This design comes from an exercise in tuning for small area and a short achievable clock period on the open sky130 flow, not from production work.
At most, simulation tests tie the RTL to the original design; equivalence was not proved.
Power and IR drop assume default switching activity.

## wallace_mul
module wallace_mul (
	input  logic                  clk,
	input  logic                  rst_n,
	input  logic                  in_valid,
	input  logic [31:0]           a,
	input  logic [31:0]           b,
	output logic [63:0]           product,
	output logic                  out_valid
);
==> flow/config.mk <==
export PLATFORM = sky130hd
export DESIGN_NAME = wallace_mul
export DESIGN_NICKNAME = wallace_mul
export VERILOG_FILES = /design/flow/design.v
export SDC_FILE = /design/flow/constraint.sdc
export NUM_CORES = 4
export LEC_CHECK = 0
export ABC_AREA = 1
export CAP_MARGIN = 20
export CORE_MARGIN = 2
export CORE_UTILIZATION = 40
export SETUP_SLACK_MARGIN = 1.1
export SLEW_MARGIN = 20
==> flow/constraint.sdc <==
create_clock -name core_clock -period 3.5 [get_ports {clk}]
set_input_delay 0.7000 -clock core_clock [delete_from_list [all_inputs] [get_ports {clk}]]
set_output_delay 0.7000 -clock core_clock [all_outputs]
set_load 0.01 [all_outputs]
standard.sh (not shown) runs the stock make flow with config.mk's settings and CLKGATE_MAP_FILE= SYNTH_SCRIPT=/design/flow/synth_recipe.tcl, a recipe that flattens the netlist after the stock synthesis.
==> flow/flow/run.sh <==
#!/bin/bash
# Standard layout, with one netlist step between synthesis and floorplan:
# fapol.py removes the inverters Yosys leaves around its full-adder cells
# (a full adder is self-dual, so it can work on complemented nets instead),
# and the port buffers are buf_4 cells.
set -euo pipefail
# Port buffers: a plain buffer, not the delay cell buffer_ports picks by default
export BUFFER_PORTS_ARGS="-buffer_cell sky130_fd_sc_hd__buf_4"
W=$PWD
R=$W/orfs/results/$FLOW_PLATFORM/wallace_mul/base
bash standard.sh $R/1_2_yosys.v > $W/synth.log 2>&1
cp $R/1_2_yosys.v $W/1_2_yosys.std.v
python3 $W/flow/fapol.py $W/1_2_yosys.std.v $R/1_2_yosys.v > $W/fapol.log 2>&1
bash standard.sh > $W/layout.log 2>&1
Other scripts of this flow, unchanged in this note and not shown: flow/flow/fapol.py
The baseline completed without violations.
Edit:
==> flow/flow/run.sh (replaced) <==
#!/bin/bash
# Standard layout with three changes:
# - if flow/abc.script exists, synthesis maps with it instead of ORFS's ABC script
#   (a copy of ORFS's scripts folder with only that file replaced; ABC maps the
#   combinational logic only, so registers and their names are the standard ones);
# - between synthesis and floorplan, fapol.py removes the inverters Yosys leaves
#   around its full-adder cells (a full adder is self-dual, so it can work on
#   complemented nets instead);
# - the port buffers are a plain buffer cell (PORT_BUF), not the delay cell
#   buffer_ports picks by default.
set -euo pipefail
W=$PWD
PORT_BUF=$(cat $W/flow/port_buf.txt 2>/dev/null || echo sky130_fd_sc_hd__buf_4)
export BUFFER_PORTS_ARGS="-buffer_cell $PORT_BUF"
if [[ -f $W/flow/abc.script ]]; then
  rm -rf $W/scripts_local
  cp -r $FLOW_HOME/scripts $W/scripts_local
  cp $W/flow/abc.script $W/scripts_local/abc_speed.script
  cp $W/flow/abc.script $W/scripts_local/abc_area.script
  export SCRIPTS_DIR=$W/scripts_local
fi
R=$W/orfs/results/$FLOW_PLATFORM/wallace_mul/base
bash standard.sh $R/1_2_yosys.v > $W/synth.log 2>&1
cp $R/1_2_yosys.v $W/1_2_yosys.std.v
python3 $W/flow/fapol.py $W/1_2_yosys.std.v $R/1_2_yosys.v > $W/fapol.log 2>&1
bash standard.sh > $W/layout.log 2>&1
==> flow/flow/port_buf.txt (new file) <==
sky130_fd_sc_hd__buf_1
- CTS_BUF_LIST: unset -> sky130_fd_sc_hd__clkbuf_8
- TNS_END_PERCENT: unset -> 10
Outcome: The new run completed without violations. Total power falls by 2.7%. Wire length falls by 0.77%. Critical path depth rises by 3. Synthesized cell count does not change. Clock skew rises by 0.011 ns. Combinational power falls by about 1%. Final area falls by 4.4%.
Edit:
- SETUP_SLACK_MARGIN: 1.1 -> 1.25
- TNS_END_PERCENT: 10 -> 5
Outcome: The changed run ran to the end with no violations. Count of clock-buffer cells in the layout went up by 10. Utilization went up by 1.7 points. Flip-flop and latch count is unchanged. Synthesized cell count does not change. Routed wire length went up by 2.7%. Clock power went up by 9.5%. Die area is unchanged. Worst setup slack gets better by 0.10 ns.
Edit:
- SETUP_SLACK_MARGIN: 1.25 -> 1.35
The new run ran to the end with no violations.
Clock power is lower by about 1%.
Combinational power is about the same.
Via count is higher by 2.0%.
Power is lower by about 0.46%.

Setup of run 1:
Another version of the RTL of wallace_mul (not shown whole).
Size: roughly 36000 µm² of cells after synthesis.
export LEC_CHECK = 0
export CAP_MARGIN = 20
export CORE_MARGIN = 2
export CORE_UTILIZATION = 55
export CTS_BUF_LIST = sky130_fd_sc_hd__clkbuf_8
export SETUP_SLACK_MARGIN = 0.8
export SLEW_MARGIN = 20
create_clock -name core_clock -period 3.5 [get_ports {clk}]
==> flow/flow/run.sh <==
#!/bin/bash
# Standard layout, with one netlist step between synthesis and floorplan:
# fapol.py removes the inverters Yosys leaves around its full-adder cells
# (a full adder is self-dual, so it can work on complemented nets instead),
# and the port buffers are buf_4 cells.
set -euo pipefail
# Port buffers: a plain buffer, not the delay cell buffer_ports picks by default
export BUFFER_PORTS_ARGS="-buffer_cell sky130_fd_sc_hd__buf_4"
W=$PWD
R=$W/orfs/results/$FLOW_PLATFORM/wallace_mul/base
bash standard.sh $R/1_2_yosys.v > $W/synth.log 2>&1
cp $R/1_2_yosys.v $W/1_2_yosys.std.v
python3 $W/flow/fapol.py $W/1_2_yosys.std.v $R/1_2_yosys.v > $W/fapol.log 2>&1
bash standard.sh > $W/layout.log 2>&1
Other scripts of this flow, unchanged in this note and not shown: flow/flow/fapol.py
Every stage of the flow completed for run 1, and the final layout passed the timing, DRC and antenna checks.
> inputs changed (run 1 -> run 2)
Settings: CTS_BUF_LIST: sky130_fd_sc_hd__clkbuf_8 -> unset; CORE_UTILIZATION: 55 -> 40.
==> run notes <==
Run 2 completed end to end with timing, DRC and antenna clean. Looking at run 1 and run 2, the wire length of the first global-routing pass is a wash. Diff run 1 -> run 2: number of global-route vias before repair went down 1335, utilization went down 17 points.
What run 3 does differently from run 2 at the input level:
Settings: ABC_AREA now 1, previously not set.
Notes after the runs:
Of run 3 and run 2, run 3 shows the higher design area, with run 2 below it. [diff] die area, run 3 relative to run 2: regression. Timing, DRC, antenna: 0 failures across run 3 and run 2. From run 2 to run 3 the numbers moved as follows: total area of sequential cells saw a decrease, relative area change from synthesis to final layout picked up an extra 0.67 points, cell internal power dissipation saw a decrease. Changes observed in run 3 relative to run 2: remaining global-route overflow did not really move; post-layout instance count excluding filler cells increased 16%; non-clock buffer count now sits higher.
No functional check of the RTL was part of any run of this note.

lane 1:
Another version of the RTL of wallace_mul (not shown whole).
Size in the first run: roughly 130 I/O pins, ~38,000 um^2 of cells after synthesis.
==> flow/config.mk <==
export PLATFORM = sky130hd
export DESIGN_NAME = wallace_mul
export DESIGN_NICKNAME = wallace_mul
export VERILOG_FILES = /design/flow/design.v
export SDC_FILE = /design/flow/constraint.sdc
export NUM_CORES = 4
export LEC_CHECK = 0
export ABC_AREA = 1
export CAP_MARGIN = 20
export CORE_MARGIN = 2
export CORE_UTILIZATION = 40
export SETUP_SLACK_MARGIN = 1.1
export SLEW_MARGIN = 20
==> flow/constraint.sdc <==
create_clock -name core_clock -period 3.5 [get_ports {clk}]
set_input_delay 0.7000 -clock core_clock [delete_from_list [all_inputs] [get_ports {clk}]]
set_output_delay 0.7000 -clock core_clock [all_outputs]
set_load 0.01 [all_outputs]
Scripts as last shown in full above: flow/flow/run.sh
Other scripts of this flow, unchanged in this note and not shown: flow/flow/fapol.py
Lane 1: all stages complete, timing, DRC and antenna checks passed
--- input diff lane 1..lane 2 ---
# lane 1
export LEC_CHECK = 0
export ABC_AREA = 1
export CAP_MARGIN = 20
export CORE_MARGIN = 2
export CORE_UTILIZATION = 40
export SETUP_SLACK_MARGIN = 1.1
export SLEW_MARGIN = 20
create_clock -name core_clock -period 3.5 [get_ports {clk}]
# lane 2
export LEC_CHECK = 0
export ABC_AREA = 1
export CAP_MARGIN = 20
export CORE_MARGIN = 2
export CORE_UTILIZATION = 40
export SETUP_SLACK_MARGIN = 1.3
export SLEW_MARGIN = 20
create_clock -name core_clock -period 3.5 [get_ports {clk}]
==> comparison <==
Going from lane 1 to lane 2, the final instance area was found to have gone up by 14%. Lane 2 — stage delay of the slowest cell on the critical path 0.18 ns lower, lane 1 as reference. Comparing lane 1 against lane 2, there is no change at all in setup TNS. Looking at final critical-path required period across lane 2 and lane 1, the one that comes out lower is lane 1. On worst slack at placement, the higher figure sits with lane 1, not lane 2. Lane 2 ends up with a clock distribution area overhead in the final layout that is 0.95 points lower than in lane 1. Looking at number of diodes added for antenna fixing, lane 2 sits 3 higher than lane 1 does. Taking lane 1 as the reference, in lane 2 clock network power share went down, setup slack decreased 0.067 ns.
--- input diff lane 2..lane 3 ---
# lane 2
export LEC_CHECK = 0
export ABC_AREA = 1
export CAP_MARGIN = 20
export CORE_MARGIN = 2
export CORE_UTILIZATION = 40
export SETUP_SLACK_MARGIN = 1.3
export SLEW_MARGIN = 20
create_clock -name core_clock -period 3.5 [get_ports {clk}]
# lane 3
export LEC_CHECK = 0
export CAP_MARGIN = 20
export CORE_MARGIN = 2
export CORE_UTILIZATION = 40
export SETUP_SLACK_MARGIN = 1.1
export SLEW_MARGIN = 20
create_clock -name core_clock -period 3.5 [get_ports {clk}]
==> flow/flow/run.sh <==
#!/bin/bash
# Standard layout with three changes:
# - if flow/abc.script exists, synthesis maps with it instead of ORFS's ABC script
#   (a copy of ORFS's scripts folder with only that file replaced; ABC maps the
#   combinational logic only, so registers and their names are the standard ones);
# - between synthesis and floorplan, fapol.py removes the inverters Yosys leaves
#   around its full-adder cells (a full adder is self-dual, so it can work on
#   complemented nets instead);
# - the port buffers are a plain buffer cell (PORT_BUF), not the delay cell
#   buffer_ports picks by default.
set -euo pipefail
W=$PWD
PORT_BUF=$(cat $W/flow/port_buf.txt 2>/dev/null || echo sky130_fd_sc_hd__buf_4)
export BUFFER_PORTS_ARGS="-buffer_cell $PORT_BUF"
if [[ -f $W/flow/abc.script ]]; then
  rm -rf $W/scripts_local
  cp -r $FLOW_HOME/scripts $W/scripts_local
  cp $W/flow/abc.script $W/scripts_local/abc_speed.script
  cp $W/flow/abc.script $W/scripts_local/abc_area.script
  export SCRIPTS_DIR=$W/scripts_local
fi
R=$W/orfs/results/$FLOW_PLATFORM/wallace_mul/base
bash standard.sh $R/1_2_yosys.v > $W/synth.log 2>&1
cp $R/1_2_yosys.v $W/1_2_yosys.std.v
python3 $W/flow/fapol.py $W/1_2_yosys.std.v $R/1_2_yosys.v > $W/fapol.log 2>&1
bash standard.sh > $W/layout.log 2>&1
==> flow/flow/abc.script (new file) <==
strash
dch
map -B 0.5
topo
stime -c
buffer -c
upsize -c
dnsize -c
==> comparison <==
- From lane 2 to lane 3 the numbers moved as follows: portion of total power attributed to combinational logic now smaller, net count after synthesis now smaller, placed wire-length estimate now smaller, power share of the clock group now larger, final worst hold slack now larger.
- Start point of the critical path: ro63 -> lane 3, ra85 -> lane 2
- In lane 3, the final cycle utilization of the critical path came out 2.3 points below the value in lane 2.
- Lane 2 has a higher wire length on met1 than lane 3.
- Compared with lane 2, lane 3 shows final cell area excluding filler cells that has gone down by more than 10%.
Inputs modified between lane 3 and lane 4:
==> flow/flow/abc.script <==
strash
dch
map -a
topo
stime -c
buffer -c
upsize -c
dnsize -c
[summary]
- On clock skew: lane 4 sits above lane 3.
- Area after synthesis is lower on lane 4
- On number of resized instances in the post-cts repair step, the lower figure sits with lane 3, not lane 4.

== oak ==
wallace_mul again, from the RTL that the note above started with.
export LEC_CHECK = 0
export ABC_AREA = 1
export CAP_MARGIN = 20
export CORE_MARGIN = 2
export CORE_UTILIZATION = 40
export CTS_BUF_LIST = sky130_fd_sc_hd__clkbuf_8
export SETUP_SLACK_MARGIN = 1.1
export SLEW_MARGIN = 20
create_clock -name core_clock -period 3.5 [get_ports {clk}]
==> flow/flow/run.sh <==
#!/bin/bash
# Standard layout with three changes:
# - if flow/abc.script exists, synthesis maps with it instead of ORFS's ABC script
#   (a copy of ORFS's scripts folder with only that file replaced; ABC maps the
#   combinational logic only, so registers and their names are the standard ones);
# - between synthesis and floorplan, fapol.py removes the inverters Yosys leaves
#   around its full-adder cells (a full adder is self-dual, so it can work on
#   complemented nets instead);
# - the port buffers are a plain buffer cell (PORT_BUF), not the delay cell
#   buffer_ports picks by default.
set -euo pipefail
W=$PWD
PORT_BUF=$(cat $W/flow/port_buf.txt 2>/dev/null || echo sky130_fd_sc_hd__buf_4)
export BUFFER_PORTS_ARGS="-buffer_cell $PORT_BUF"
if [[ -f $W/flow/abc.script ]]; then
  rm -rf $W/scripts_local
  cp -r $FLOW_HOME/scripts $W/scripts_local
  cp $W/flow/abc.script $W/scripts_local/abc_speed.script
  cp $W/flow/abc.script $W/scripts_local/abc_area.script
  export SCRIPTS_DIR=$W/scripts_local
fi
R=$W/orfs/results/$FLOW_PLATFORM/wallace_mul/base
bash standard.sh $R/1_2_yosys.v > $W/synth.log 2>&1
cp $R/1_2_yosys.v $W/1_2_yosys.std.v
python3 $W/flow/fapol.py $W/1_2_yosys.std.v $R/1_2_yosys.v > $W/fapol.log 2>&1
bash standard.sh > $W/layout.log 2>&1
==> flow/flow/port_buf.txt <==
sky130_fd_sc_hd__buf_1
Other scripts of this flow, unchanged in this note and not shown: flow/flow/fapol.py
No stage failed in oak, and the final checks on the layout all came back clean.
### oak -> pine
- CAP_MARGIN changed from 20 to 5
- CTS_BUF_LIST removed (was sky130_fd_sc_hd__clkbuf_8)
- SLEW_MARGIN changed from 20 to 5
==> flow/flow/run.sh <==
#!/bin/bash
# Standard layout, with one netlist step between synthesis and floorplan:
# fapol.py removes the inverters Yosys leaves around its full-adder cells
# (a full adder is self-dual, so it can work on complemented nets instead),
# and the port buffers are buf_4 cells.
set -euo pipefail
# Port buffers: a plain buffer, not the delay cell buffer_ports picks by default
export BUFFER_PORTS_ARGS="-buffer_cell sky130_fd_sc_hd__buf_4"
W=$PWD
R=$W/orfs/results/$FLOW_PLATFORM/wallace_mul/base
bash standard.sh $R/1_2_yosys.v > $W/synth.log 2>&1
cp $R/1_2_yosys.v $W/1_2_yosys.std.v
python3 $W/flow/fapol.py $W/1_2_yosys.std.v $R/1_2_yosys.v > $W/fapol.log 2>&1
bash standard.sh > $W/layout.log 2>&1
removed: flow/flow/port_buf.txt
Results
[compare] base=oak new=pine: largest driver fanout on the critical path now sits lower, number of cells traversed by the worst register-to-register path now sits lower, number of buffers added on ports now sits at about the same level, met1 wire length now sits higher, number of diodes added for antenna fixing now sits lower.

RTL: one of the versions met above, not the one the previous note started from.
Size in the first run: roughly 3900 cells after synthesis, ~130 I/O pins.
clock: 3.5 ns
lec_check: 0
abc_area: 1
cap_margin: 20
core_margin: 2
core_utilization: 40
cts_buf_list: sky130_fd_sc_hd__clkbuf_8
setup_slack_margin: 1.1
slew_margin: 20
==> flow/flow/run.sh <==
#!/bin/bash
# Standard layout with three changes:
# - if flow/abc.script exists, synthesis maps with it instead of ORFS's ABC script
#   (a copy of ORFS's scripts folder with only that file replaced; ABC maps the
#   combinational logic only, so registers and their names are the standard ones);
# - between synthesis and floorplan, fapol.py removes the inverters Yosys leaves
#   around its full-adder cells (a full adder is self-dual, so it can work on
#   complemented nets instead);
# - the port buffers are a plain buffer cell (PORT_BUF), not the delay cell
#   buffer_ports picks by default.
set -euo pipefail
W=$PWD
PORT_BUF=$(cat $W/flow/port_buf.txt 2>/dev/null || echo sky130_fd_sc_hd__buf_4)
export BUFFER_PORTS_ARGS="-buffer_cell $PORT_BUF"
if [[ -f $W/flow/abc.script ]]; then
  rm -rf $W/scripts_local
  cp -r $FLOW_HOME/scripts $W/scripts_local
  cp $W/flow/abc.script $W/scripts_local/abc_speed.script
  cp $W/flow/abc.script $W/scripts_local/abc_area.script
  export SCRIPTS_DIR=$W/scripts_local
fi
R=$W/orfs/results/$FLOW_PLATFORM/wallace_mul/base
bash standard.sh $R/1_2_yosys.v > $W/synth.log 2>&1
cp $R/1_2_yosys.v $W/1_2_yosys.std.v
python3 $W/flow/fapol.py $W/1_2_yosys.std.v $R/1_2_yosys.v > $W/fapol.log 2>&1
bash standard.sh > $W/layout.log 2>&1
Other scripts of this flow, unchanged in this note and not shown: flow/flow/fapol.py, flow/flow/port_buf.txt
Then changed:
Settings changed: CORE_UTILIZATION 40 to 62, PLACE_DENSITY from default to 0.72.
Result: The new run finished clean; sequential share of layout area stays flat; register-to-register slack hardly moves; clock-buffer cell count goes up by 3; global-route usage goes up by 14 points; final area goes down by 0.40%; synthesized cell count is unchanged; combinational power goes up by about 2%; routed wire length goes down by about 3.4%; clock skew goes up by 0.017 ns.

## static timing again, ports no longer ideal
In the flow no input, the clock included, has a driving cell. The finished layouts below were timed again as built, in two steps.
Step 1 sets driving cells, clkbuf_16 on the clock port and buf_2 on the other inputs (assumed; they add their load-dependent delay and slew).
Step 2 moves the port delays by t, midway between the first and last clock arrival at a register: inputs arrive t later, outputs are due t later. That takes back most of the time a late clock gives input paths.
Slacks: no drivers / after step 1 / after step 2; pairs: no drivers / after step 1.
| run | shift t [ns] | setup slack, ns | latest minus earliest clock arrival (ns) | slew at the worst register clock pin (ns) | worst slew at a driven data input, ns |
|---|---|---|---|---|---|
| the first run of note 1 | 0.709 | 1.081 / 1.098 / 0.389 | 0.029 / 0.030 | 0.07 / 0.07 | 0.11 |
| the second run of note 1 | 0.762 | 1.055 / 1.088 / 0.326 | 0.049 / 0.049 | 0.07 / 0.07 | 0.10 |
| the third run of note 1 | 0.791 | 1.158 / 1.158 / 0.390 | 0.058 / 0.058 | 0.07 / 0.07 | 0.13 |
| the fourth run of note 1 | 0.789 | 1.096 / 1.096 / 0.381 | 0.069 / 0.069 | 0.07 / 0.07 | 0.14 |
| run 1 | 0.802 | 0.766 / 0.766 / 0.766 | 0.065 / 0.065 | 0.08 / 0.08 | 0.07 |
| run 2 | 0.710 | 0.786 / 0.786 / 0.786 | 0.048 / 0.048 | 0.07 / 0.07 | 0.13 |
| run 3 | 0.717 | 0.709 / 0.709 / 0.709 | 0.045 / 0.044 | 0.07 / 0.07 | 0.14 |
| lane 1 | 0.706 | 1.071 / 1.071 / 1.071 | 0.035 / 0.035 | 0.07 / 0.07 | 0.08 |
| lane 2 | 0.702 | 1.004 / 1.004 / 1.004 | 0.057 / 0.057 | 0.07 / 0.07 | 0.05 |
| lane 3 | 0.689 | 1.085 / 1.085 / 1.085 | 0.028 / 0.028 | 0.06 / 0.06 | 0.05 |
| lane 4 | 0.699 | 0.917 / 0.917 / 0.917 | 0.039 / 0.039 | 0.07 / 0.07 | 0.04 |
| oak | 0.808 | 1.079 / 1.079 / 1.079 | 0.060 / 0.059 | 0.07 / 0.07 | 0.06 |
| pine | 0.706 | 1.071 / 1.071 / 1.071 | 0.035 / 0.035 | 0.07 / 0.07 | 0.08 |
| the first run of note 5 | 0.776 | 1.122 / 1.081 / 0.305 | 0.042 / 0.043 | 0.07 / 0.07 | 0.11 |
| the second run of note 5 | 0.754 | 1.110 / 1.140 / 0.395 | 0.056 / 0.056 | 0.08 / 0.08 | 0.04 |
After both steps every run listed still meets setup and hold. For the first run of note 5, which loses most, drivers alone change the setup slack by -0.041 ns; drivers and shift together by -0.817 ns.
